Source: an optimization exercise on an open RTL-to-GDS flow (aim: small area, a short achievable clock period and few clock cycles per item). Production flows keep margins and buffers that such runs may drop. In this exercise RTL edits were held to simulation tests only and were not proved equivalent to the original.

==> flow/design.v <==
package ascon_pkg;
  localparam int unsigned STATE_W = 320;
  localparam int unsigned WORD_W  = 64;
  localparam int unsigned IDX_W   = 4;
  localparam int unsigned N_RC    = 12;
  function automatic logic [7:0] rc_tab(input logic [IDX_W-1:0] idx);
    case (idx)
      4'd0:    rc_tab = 8'hf0;
      4'd1:    rc_tab = 8'he1;
      4'd2:    rc_tab = 8'hd2;
      4'd3:    rc_tab = 8'hc3;
      4'd4:    rc_tab = 8'hb4;
      4'd5:    rc_tab = 8'ha5;
      4'd6:    rc_tab = 8'h96;
      4'd7:    rc_tab = 8'h87;
      4'd8:    rc_tab = 8'h78;
      4'd9:    rc_tab = 8'h69;
      4'd10:   rc_tab = 8'h5a;
      4'd11:   rc_tab = 8'h4b;
      default: rc_tab = 8'h00;
    endcase
  endfunction
endpackage
module ascon_inv_lin
(
  input  logic [319:0] i_state,
  output logic [319:0] o_state
);
  logic [63:0] w0_0, w0_1, w0_2, w0_3, w0_4;
  logic [63:0] w1_0, w1_1, w1_2, w1_3, w1_4, w1_5;
  logic [63:0] w2_0, w2_1, w2_2, w2_3, w2_4, w2_5;
  logic [63:0] w3_0, w3_1, w3_2, w3_3, w3_4, w3_5;
  logic [63:0] w4_0, w4_1, w4_2, w4_3, w4_4, w4_5;
  assign w0_0 = i_state[319:256];
  assign w0_1 = w0_0 ^ {w0_0[7:0], w0_0[63:8]} ^ {w0_0[39:0], w0_0[63:40]};
  assign w0_2 = w0_1 ^ {w0_1[7:0], w0_1[63:8]} ^ {w0_1[45:0], w0_1[63:46]};
  assign w0_3 = w0_2 ^ {w0_2[8:0], w0_2[63:9]} ^ {w0_2[44:0], w0_2[63:45]};
  assign w0_4 = w0_3 ^ {w0_3[11:0], w0_3[63:12]} ^ {w0_3[47:0], w0_3[63:48]};
  assign o_state[319:256] = {w0_4[50:0], w0_4[63:51]};
  assign w1_0 = i_state[255:192];
  assign w1_1 = w1_0 ^ {w1_0[2:0], w1_0[63:3]} ^ {w1_0[41:0], w1_0[63:42]};
  assign w1_2 = w1_1 ^ {w1_1[3:0], w1_1[63:4]} ^ {w1_1[7:0], w1_1[63:8]};
  assign w1_3 = w1_2 ^ {w1_2[3:0], w1_2[63:4]} ^ {w1_2[31:0], w1_2[63:32]};
  assign w1_4 = w1_3 ^ {w1_3[5:0], w1_3[63:6]} ^ {w1_3[19:0], w1_3[63:20]};
  assign w1_5 = w1_4 ^ {w1_4[11:0], w1_4[63:12]} ^ {w1_4[47:0], w1_4[63:48]};
  assign o_state[255:192] = {w1_5[18:0], w1_5[63:19]};
  assign w2_0 = i_state[191:128];
  assign w2_1 = w2_0 ^ {w2_0[0:0], w2_0[63:1]} ^ {w2_0[5:0], w2_0[63:6]};
  assign w2_2 = w2_1 ^ {w2_1[1:0], w2_1[63:2]} ^ {w2_1[11:0], w2_1[63:12]};
  assign w2_3 = w2_2 ^ {w2_2[3:0], w2_2[63:4]} ^ {w2_2[19:0], w2_2[63:20]};
  assign w2_4 = w2_3 ^ {w2_3[3:0], w2_3[63:4]} ^ {w2_3[31:0], w2_3[63:32]};
  assign w2_5 = w2_4 ^ {w2_4[7:0], w2_4[63:8]} ^ {w2_4[35:0], w2_4[63:36]};
  assign o_state[191:128] = {w2_5[3:0], w2_5[63:4]};
  assign w3_0 = i_state[127:64];
  assign w3_1 = w3_0 ^ {w3_0[3:0], w3_0[63:4]} ^ {w3_0[11:0], w3_0[63:12]};
  assign w3_2 = w3_1 ^ {w3_1[6:0], w3_1[63:7]} ^ {w3_1[53:0], w3_1[63:54]};
  assign w3_3 = w3_2 ^ {w3_2[7:0], w3_2[63:8]} ^ {w3_2[19:0], w3_2[63:20]};
  assign w3_4 = w3_3 ^ {w3_3[7:0], w3_3[63:8]} ^ {w3_3[43:0], w3_3[63:44]};
  assign w3_5 = w3_4 ^ {w3_4[13:0], w3_4[63:14]} ^ {w3_4[43:0], w3_4[63:44]};
  assign o_state[127:64] = {w3_5[25:0], w3_5[63:26]};
  assign w4_0 = i_state[63:0];
  assign w4_1 = w4_0 ^ {w4_0[3:0], w4_0[63:4]} ^ {w4_0[11:0], w4_0[63:12]};
  assign w4_2 = w4_1 ^ {w4_1[3:0], w4_1[63:4]} ^ {w4_1[49:0], w4_1[63:50]};
  assign w4_3 = w4_2 ^ {w4_2[3:0], w4_2[63:4]} ^ {w4_2[55:0], w4_2[63:56]};
  assign w4_4 = w4_3 ^ {w4_3[6:0], w4_3[63:7]} ^ {w4_3[40:0], w4_3[63:41]};
  assign w4_5 = w4_4 ^ {w4_4[19:0], w4_4[63:20]} ^ {w4_4[39:0], w4_4[63:40]};
  assign o_state[63:0] = {w4_5[53:0], w4_5[63:54]};
endmodule
module ascon_inv_sbox
(
  input  logic [319:0] i_state,
  input  logic [7:0]   i_rc,
  output logic [319:0] o_state
);
  logic [63:0] l0, l1, l2, l3, l4;
  logic [63:0] y0, y1, y2, y3, y4;
  logic [63:0] z0, z1, z2, z3, z4;
  logic [63:0] u2, u4;
  assign {l0, l1, l2, l3, l4} = i_state;
  assign y2 = ~l2;
  assign y3 = l3 ^ y2;
  assign y0 = l0 ^ l4;
  assign y1 = l1 ^ y0;
  assign y4 = l4;
  assign z0 = y0 ^ (~y1 & (y2 ^ (~y3 & y4)));
  assign z1 = y1 ^ (~y2 & (y3 ^ (~y4 & y0)));
  assign z2 = y2 ^ (~y3 & (y4 ^ (~y0 & y1)));
  assign z3 = y3 ^ (~y4 & (y0 ^ (~y1 & y2)));
  assign z4 = y4 ^ (~y0 & (y1 ^ (~y2 & y3)));
  assign u2 = z2 ^ z1;
  assign u4 = z4 ^ z3;
  assign o_state = {z0 ^ u4, z1, u2 ^ {56'd0, i_rc}, z3, u4};
endmodule
module ascon_inv_round
(
  input  logic [319:0] i_state,
  input  logic [7:0]   i_rc,
  output logic [319:0] o_state
);
  logic [319:0] w_lin;
  ascon_inv_lin  u_lin  (.i_state(i_state), .o_state(w_lin));
  ascon_inv_sbox u_sbox (.i_state(w_lin), .i_rc(i_rc), .o_state(o_state));
endmodule
module ascon_inv_permutation
(
  input  logic         clk,
  input  logic         rst,
  input  logic         in_valid,
  output logic         in_ready,
  input  logic [319:0] in_state,
  input  logic [3:0]   in_rounds,
  output logic         out_valid,
  input  logic         out_ready,
  output logic [319:0] out_state,
  output logic         busy
);
  logic [319:0] r_a, r_b;
  logic [319:0] w_lin, w_sbox;
  logic         r_va, r_da;
  logic [3:0]   r_ra, r_ia;
  logic         r_vb;
  logic [3:0]   r_rb, r_ib;
  logic         r_rb_is1, r_rb_le7, r_rb_le9;
  logic         r_ready, r_ov, r_busy;
  logic         w_is6, w_is8, w_is12;
  logic [3:0]   w_a;
  logic         w_stall, w_acc;
  logic         n_va, n_da, n_vb, n_ready;
  assign w_stall = r_ov & ~out_ready;
  assign w_acc   = in_valid & in_ready;
  assign w_is6  = (in_rounds == 4'd6);
  assign w_is8  = (in_rounds == 4'd8);
  assign w_is12 = ~w_is6 & ~w_is8;
  assign w_a    = w_is6 ? 4'd6 : (w_is8 ? 4'd8 : 4'd12);
  ascon_inv_lin u_lin (
    .i_state (r_a),
    .o_state (w_lin)
  );
  ascon_inv_sbox u_sbox (
    .i_state (r_b),
    .i_rc    (ascon_pkg::rc_tab(r_ib)),
    .o_state (w_sbox)
  );
  always_ff @(posedge clk) begin
    if (!w_stall) begin
      r_b <= w_lin;
      r_a <= r_vb ? w_sbox : in_state;
    end
  end
  assign n_vb = r_va & ~r_da;
  assign n_va = r_vb | w_acc;
  assign n_da = r_vb & r_rb_is1;
  always_comb begin
    if (r_vb)
      n_ready = ~n_vb & ~r_rb_is1 &
                (r_rb_le7 | (in_valid & w_is8 & r_rb_le9) | (in_valid & w_is12));
    else
      n_ready = ~n_vb & (~w_acc | w_is6);
  end
  always_ff @(posedge clk or posedge rst) begin
    if (rst) begin
      r_va     <= 1'b0;
      r_da     <= 1'b0;
      r_ra     <= 4'd0;
      r_ia     <= 4'd0;
      r_vb     <= 1'b0;
      r_rb     <= 4'd0;
      r_ib     <= 4'd0;
      r_rb_is1 <= 1'b0;
      r_rb_le7 <= 1'b0;
      r_rb_le9 <= 1'b0;
      r_ready  <= 1'b0;
      r_ov     <= 1'b0;
      r_busy   <= 1'b0;
    end else if (!w_stall) begin
      r_va     <= n_va;
      r_da     <= n_da;
      r_vb     <= n_vb;
      r_rb     <= r_ra;
      r_ib     <= r_ia;
      r_rb_is1 <= (r_ra == 4'd1);
      r_rb_le7 <= (r_ra <= 4'd7);
      r_rb_le9 <= (r_ra <= 4'd9);
      if (r_vb) begin
        r_ra <= r_rb - 4'd1;
        r_ia <= r_ib - 4'd1;
      end else begin
        r_ra <= w_a;
        r_ia <= 4'd11;
      end
      r_ready  <= n_ready;
      r_ov     <= n_da;
      r_busy   <= n_va | n_vb;
    end
  end
  assign in_ready  = r_ready | (r_ov & ~r_vb & out_ready);
  assign out_valid = r_ov;
  assign busy      = r_busy;
  assign out_state = r_a;
endmodule
clock: 7.0 ns
lec_check: 0
cap_margin: 20
core_margin: 2
core_utilization: 40
cts_buf_list: sky130_fd_sc_hd__clkbuf_8
place_density: 0.72
setup_slack_margin: 3.8
slew_margin: 20
standard.sh (not shown) runs the stock make flow with config.mk's settings and CLKGATE_MAP_FILE= SYNTH_SCRIPT=/design/flow/synth_recipe.tcl, a recipe that flattens the netlist after the stock synthesis.
==> flow/flow/run.sh <==
#!/bin/bash
# The standard ORFS layout (the standard.sh, all steps, standard synthesis),
# with one change: the buffers that buffer_ports puts on every input and output
# port are buf_1 cells instead of the default delay-buffer cell.
set -euo pipefail
export BUFFER_PORTS_ARGS="-buffer_cell sky130_fd_sc_hd__buf_1"
bash standard.sh finish > standard_flow.log 2>&1
Testbench counts at the start, summed over its fixed seeds: cycles 10,530, items 960.
Next try:
--- a/flow/config.mk
+++ b/flow/config.mk
@@ -12,2 +12 @@
-export PLACE_DENSITY = 0.72
-export SETUP_SLACK_MARGIN = 3.8
+export SETUP_SLACK_MARGIN = 3.5
After rerunning:
- The new run passed the timing, design-rule and antenna checks
- count of clock-buffer cells in the layout is higher by 4
- via count is lower by about 4.6%
- design area is lower by about 8%
- non-clock buffer count is lower by 297
- clock skew is lower by 0.018 ns
- setup slack degrades by 0.17 ns
- global-route usage is higher by 0.13 points
- final cell count is lower by about 3.4%
- routed wire length is lower by about 0.8%
Next try:
--- a/flow/flow/run.sh
+++ b/flow/flow/run.sh
@@ -4 +4 @@
-# port are buf_1 cells instead of the default delay-buffer cell.
+# port are buf_2 cells instead of the default delay-buffer cell.
@@ -6 +6 @@
-export BUFFER_PORTS_ARGS="-buffer_cell sky130_fd_sc_hd__buf_1"
+export BUFFER_PORTS_ARGS="-buffer_cell sky130_fd_sc_hd__buf_2"
--- a/flow/config.mk
+++ b/flow/config.mk
@@ -11 +10,0 @@
-export CTS_BUF_LIST = sky130_fd_sc_hd__clkbuf_8
Effect:
- worst hold slack is worse by 0.0037 ns
- maximum frequency stays flat
- die area stays the same
- worst setup slack loses 0.0061 ns
- cell area went up slightly
- critical path depth does not change
Next try:
--- a/flow/flow/run.sh
+++ b/flow/flow/run.sh
@@ -4 +4 @@
-# port are buf_2 cells instead of the default delay-buffer cell.
+# port are buf_1 cells instead of the default delay-buffer cell.
@@ -6 +6 @@
-export BUFFER_PORTS_ARGS="-buffer_cell sky130_fd_sc_hd__buf_2"
+export BUFFER_PORTS_ARGS="-buffer_cell sky130_fd_sc_hd__buf_1"
--- a/flow/config.mk
+++ b/flow/config.mk
@@ -11 +11,2 @@
-export SETUP_SLACK_MARGIN = 3.5
+export CTS_BUF_LIST = sky130_fd_sc_hd__clkbuf_8
+export SETUP_SLACK_MARGIN = 3.8
What happened: Wire length is higher by about 1.8%. Design area goes up by about 6%. Worst setup slack improves by 0.32 ns. Hold slack improved by 0.0034 ns. Maximum frequency climbs by about 10%. Register-to-register slack is better by 0.32 ns.

afterwards: timing with drivers on the ports:
How much do the figures lean on ideal ports? The routed layouts below were timed once more, with nothing changed but the port constraints.
Step 1 assumes that a clkbuf_16 drives the clock port and a buf_2 every other input.
Step 2 times the ports against the registers' clock, not the clock port: input delays grow and output delays shrink by t, the midpoint of the rising clock arrivals with the driver on.
Slacks: no drivers / after step 1 / after step 2; pairs: no drivers / after step 1.
run	t (ns)	setup WS [ns]	clock arrival spread, ns
the first run	0.988	3.564 / 3.564 / 3.110	0.069 / 0.069
the second run	0.988	3.392 / 3.392 / 3.328	0.051 / 0.051
the third run	0.796	3.386 / 3.386 / 3.306	0.053 / 0.053
the fourth run	0.998	3.707 / 3.707 / 3.096	0.069 / 0.069
After both steps every run listed still meets setup and hold. For the fourth run, which loses most, drivers alone change the setup slack by 0.000 ns; drivers and shift together by -0.611 ns.
